What follows belongs to an exercise in optimizing a design on an open flow for small area and a short achievable clock period; a production flow would make more cautious choices.
At most, simulation tests tie the RTL to the original design; equivalence was not proved.
Power figures rest on the tool's default switching activity, not on a simulated workload.

==> flow/design.v (excerpt) <==
module rs_alu (
  input  logic                 clk,
  input  logic                 rst,
  input  logic                 disp_valid,
  input  logic [TAG_W-1:0]     disp_src_a,
  input  logic [TAG_W-1:0]     disp_src_b,
  input  logic [TAG_W-1:0]     disp_dest,
  input  logic                 disp_rdy_a,
  input  logic                 disp_rdy_b,
  input  logic [DATA_W-1:0]    disp_imm,
  input  logic                 disp_dest_valid,
  input  logic [OP_W-1:0]      disp_alu_op,
  input  logic [SPECTAG_W-1:0] disp_spectag,
  input  logic                 disp_specbit,
  input  logic [AGE_W-1:0]     disp_age,
  input  logic [DLY_W-1:0]     disp_delay,
  input  logic                 br_valid,
  input  logic                 br_success,
  input  logic [SPECTAG_W-1:0] br_tag,
  output logic                 full,
  output logic                 issue_valid,
  output logic [TAG_W-1:0]     issue_src_a,
  output logic [TAG_W-1:0]     issue_src_b,
  output logic [TAG_W-1:0]     issue_dest,
  output logic [DATA_W-1:0]    issue_imm,
  output logic                 issue_dest_valid,
  output logic [OP_W-1:0]      issue_alu_op,
  output logic [SPECTAG_W-1:0] issue_spectag,
  output logic                 issue_specbit
);
==> module rs_alu, before the edit <==
module rs_alu (
  input  logic                 clk,
  input  logic                 rst,
  input  logic                 disp_valid,
  input  logic [TAG_W-1:0]     disp_src_a,
  input  logic [TAG_W-1:0]     disp_src_b,
  input  logic [TAG_W-1:0]     disp_dest,
  input  logic                 disp_rdy_a,
  input  logic                 disp_rdy_b,
  input  logic [DATA_W-1:0]    disp_imm,
  input  logic                 disp_dest_valid,
  input  logic [OP_W-1:0]      disp_alu_op,
  input  logic [SPECTAG_W-1:0] disp_spectag,
  input  logic                 disp_specbit,
  input  logic [AGE_W-1:0]     disp_age,
  input  logic [DLY_W-1:0]     disp_delay,
  input  logic                 br_valid,
  input  logic                 br_success,
  input  logic [SPECTAG_W-1:0] br_tag,
  output logic                 full,
  output logic                 issue_valid,
  output logic [TAG_W-1:0]     issue_src_a,
  output logic [TAG_W-1:0]     issue_src_b,
  output logic [TAG_W-1:0]     issue_dest,
  output logic [DATA_W-1:0]    issue_imm,
  output logic                 issue_dest_valid,
  output logic [OP_W-1:0]      issue_alu_op,
  output logic [SPECTAG_W-1:0] issue_spectag,
  output logic                 issue_specbit
);
  rs_pkg::rs_payload_t       disp_payload;
  logic [N_ENT*PL_W-1:0]     payloads;
  logic [N_ENT-1:0]          we;
  logic [N_ENT-1:0]          ready;
  logic [N_ENT-1:0]          busy;
  logic [N_ENT-1:0]          specbits;
  logic [N_ENT-1:0]          grant;
  logic                      any;
  logic [N_ENT*AGE_W-1:0]    ages;
  logic [TAG_W-1:0]          iss_dest;
  logic                      iss_dv;
  logic [DLY_W-1:0]          iss_dly;
  logic                      wk_valid;
  logic                      wk_d0;
  logic [DLY_W-1:0]          wk_load;
  always_comb
  begin
    disp_payload.src_a      = disp_src_a;
    disp_payload.src_b      = disp_src_b;
    disp_payload.imm        = disp_imm;
    disp_payload.dest       = disp_dest;
    disp_payload.dest_valid = disp_dest_valid;
    disp_payload.alu_op     = rs_pkg::alu_op_e'(disp_alu_op);
    disp_payload.spectag    = disp_spectag;
    disp_payload.age        = disp_age;
    disp_payload.delay      = disp_delay;
  end
  rs_alloc u_alloc (
    .disp_valid (disp_valid),
    .busy       (busy),
    .we         (we),
    .full       (full)
  );
  assign wk_valid = issue_valid && iss_dv;
  assign wk_d0    = (iss_dly == '0);
  assign wk_load  = wk_d0 ? '0 : iss_dly - 1'b1;
  genvar g;
  generate
    for (g = 0; g < N_ENT; g++)
    begin : g_ent
      rs_entry u_ent (
        .clk        (clk),
        .rst        (rst),
        .we         (we[g]),
        .wr_payload (disp_payload),
        .wr_rdy_a   (disp_rdy_a),
        .wr_rdy_b   (disp_rdy_b),
        .wr_specbit (disp_specbit),
        .grant      (grant[g]),
        .ready      (ready[g]),
        .busy       (busy[g]),
        .payload    (payloads[g*PL_W +: PL_W]),
        .specbit_o  (specbits[g]),
        .wk_valid   (wk_valid),
        .wk_tag     (iss_dest),
        .wk_d0      (wk_d0),
        .wk_load    (wk_load),
        .br_valid   (br_valid),
        .br_success (br_success),
        .br_tag     (br_tag)
      );
    end
  endgenerate
  always_comb
  begin
    for (int i = 0; i < N_ENT; i++)
    begin
      ages[i*AGE_W +: AGE_W] = payloads[i*PL_W+OFS_AGE +: AGE_W];
    end
  end
  rs_issue_select u_sel (
    .clk    (clk),
    .we     (we),
    .busy   (busy),
    .wr_age (disp_age),
    .ages   (ages),
    .ready  (ready),
    .grant  (grant),
    .any    (any)
  );
  always_ff @(posedge clk)
  begin
    if (!rst)
      issue_valid <= 1'b0;
    else
      issue_valid <= any;
  end
  logic [N_ENT-1:0] iss_sel;
  logic [PL_W-1:0]  p;
  logic             sb;
  always_comb
  begin
    p  = '0;
    sb = 1'b0;
    for (int i = 0; i < N_ENT; i++)
    begin
      p  = p  | ({PL_W{grant[i]}} & payloads[i*PL_W +: PL_W]);
      sb = sb | (grant[i] & specbits[i]);
    end
  end
  always_ff @(posedge clk)
  begin
    iss_sel       <= grant;
    iss_dest      <= p[OFS_DEST +: TAG_W];
    iss_dv        <= p[OFS_DV];
    iss_dly       <= p[OFS_DLY +: DLY_W];
    issue_specbit <= sb;
  end
  always_comb
  begin
    issue_src_a   = '0;
    issue_src_b   = '0;
    issue_imm     = '0;
    issue_alu_op  = '0;
    issue_spectag = '0;
    for (int i = 0; i < N_ENT; i++)
    begin
      issue_src_a   = issue_src_a   | ({TAG_W{iss_sel[i]}}     & payloads[i*PL_W+OFS_SRCA +: TAG_W]);
      issue_src_b   = issue_src_b   | ({TAG_W{iss_sel[i]}}     & payloads[i*PL_W+OFS_SRCB +: TAG_W]);
      issue_imm     = issue_imm     | ({DATA_W{iss_sel[i]}}    & payloads[i*PL_W+OFS_IMM +: DATA_W]);
      issue_alu_op  = issue_alu_op  | ({OP_W{iss_sel[i]}}      & payloads[i*PL_W+OFS_OP +: OP_W]);
      issue_spectag = issue_spectag | ({SPECTAG_W{iss_sel[i]}} & payloads[i*PL_W+OFS_STAG +: SPECTAG_W]);
    end
  end
  assign issue_dest       = iss_dest;
  assign issue_dest_valid = iss_dv;
endmodule
==> flow/config.mk <==
export PLATFORM = sky130hd
export DESIGN_NAME = rs_alu
export DESIGN_NICKNAME = rs_alu
export VERILOG_FILES = /design/flow/design.v
export SDC_FILE = /design/flow/constraint.sdc
export NUM_CORES = 4
export LEC_CHECK = 0
export CAP_MARGIN = 20
export CORE_MARGIN = 2
export CORE_UTILIZATION = 60
export CTS_BUF_LIST = sky130_fd_sc_hd__clkbuf_16
export CTS_CLUSTER_DIAMETER = 100
export CTS_CLUSTER_SIZE = 25
export SETUP_SLACK_MARGIN = 5.0
export SLEW_MARGIN = 20
export TNS_END_PERCENT = 0
==> flow/constraint.sdc <==
create_clock -name core_clock -period 7.5 [get_ports {clk}]
set_input_delay 1.5000 -clock core_clock [delete_from_list [all_inputs] [get_ports {clk}]]
set_output_delay 1.5000 -clock core_clock [all_outputs]
set_load 0.01 [all_outputs]
standard.sh (not shown) runs the stock make flow with config.mk's settings and CLKGATE_MAP_FILE= SYNTH_SCRIPT=/design/flow/synth_recipe.tcl, a recipe that flattens the netlist after the stock synthesis.
==> flow/flow/run.sh <==
#!/bin/bash
# Standard layout, with plain buffers on the ports and sizing not tied to cell footprints.
set -euo pipefail
bash standard.sh BUFFER_PORTS_ARGS="-buffer_cell sky130_fd_sc_hd__buf_2" MATCH_CELL_FOOTPRINT=0 finish > flow_make.log 2>&1
Rerun with:
--- a/flow/design.v
+++ b/flow/design.v
@@ -333,45 +333,29 @@
     if (!rst)
       issue_valid <= 1'b0;
     else
       issue_valid <= any;
   end
-  logic [N_ENT-1:0] iss_sel;
-  logic [PL_W-1:0]  p;
-  logic             sb;
-  always_comb
+  always_ff @(posedge clk)
   begin
+    logic [PL_W-1:0] p;
+    logic            sb;
     p  = '0;
     sb = 1'b0;
     for (int i = 0; i < N_ENT; i++)
     begin
       p  = p  | ({PL_W{grant[i]}} & payloads[i*PL_W +: PL_W]);
       sb = sb | (grant[i] & specbits[i]);
     end
-  end
-  always_ff @(posedge clk)
-  begin
-    iss_sel       <= grant;
+    issue_src_a   <= p[OFS_SRCA +: TAG_W];
+    issue_src_b   <= p[OFS_SRCB +: TAG_W];
+    issue_imm     <= p[OFS_IMM +: DATA_W];
+    issue_alu_op  <= p[OFS_OP +: OP_W];
+    issue_spectag <= p[OFS_STAG +: SPECTAG_W];
     iss_dest      <= p[OFS_DEST +: TAG_W];
     iss_dv        <= p[OFS_DV];
     iss_dly       <= p[OFS_DLY +: DLY_W];
     issue_specbit <= sb;
   end
-  always_comb
-  begin
-    issue_src_a   = '0;
-    issue_src_b   = '0;
-    issue_imm     = '0;
-    issue_alu_op  = '0;
-    issue_spectag = '0;
-    for (int i = 0; i < N_ENT; i++)
-    begin
-      issue_src_a   = issue_src_a   | ({TAG_W{iss_sel[i]}}     & payloads[i*PL_W+OFS_SRCA +: TAG_W]);
-      issue_src_b   = issue_src_b   | ({TAG_W{iss_sel[i]}}     & payloads[i*PL_W+OFS_SRCB +: TAG_W]);
-      issue_imm     = issue_imm     | ({DATA_W{iss_sel[i]}}    & payloads[i*PL_W+OFS_IMM +: DATA_W]);
-      issue_alu_op  = issue_alu_op  | ({OP_W{iss_sel[i]}}      & payloads[i*PL_W+OFS_OP +: OP_W]);
-      issue_spectag = issue_spectag | ({SPECTAG_W{iss_sel[i]}} & payloads[i*PL_W+OFS_STAG +: SPECTAG_W]);
-    end
-  end
   assign issue_dest       = iss_dest;
   assign issue_dest_valid = iss_dv;
 endmodule
Area after synthesis rises by 3.1%; die area goes up by about 3%; power goes up by about 7%; final cell count came out higher by about 4.3%; routed wire length climbs by about 4.5%; global-route usage came out higher by 0.81 points; non-clock buffer count increases by 37; design area came out higher by 4.4%; via count came out higher by about 3%; fmax climbs by about 6%; combinational power climbs by 7.9%; hold slack loses 0.064 ns; count of clock-buffer cells in the layout went up by 3; flip-flop and latch count rises by 45.
For the first run of this note, only the layout was checked, not whether the RTL still works.

## static timing again, ports no longer ideal
In the flow no input, the clock included, has a driving cell. The finished layouts below were timed again as built, in two steps. Step 1: set_driving_cell puts a clkbuf_16 on clk and a buf_2 on each other input, an assumption about the parent block. Step 2, shift: input delay + t, output delay - t, t = (earliest + latest rising clock arrival at the registers) / 2. This alone moves slack from input paths to output paths. a / b / c = ideal / step 1 / step 2; a / b = the first two.
run	shift t [ns]	setup WS [ns]	hold slack, ns	worst setup path after step 2	worst register clock-pin slew, ns
the first run	0.679	4.045 / 3.985 / 3.541	0.518 / 0.518 / 0.518	input to register	0.11 / 0.11
the second run	0.649	4.249 / 4.249 / 3.678	0.454 / 0.454 / 0.454	input to register	0.12 / 0.12
After both steps setup and hold are still met in every run listed. The setup slack of the second run, which loses most, moves by 0.000 ns with the drivers and by -0.571 ns with both steps.
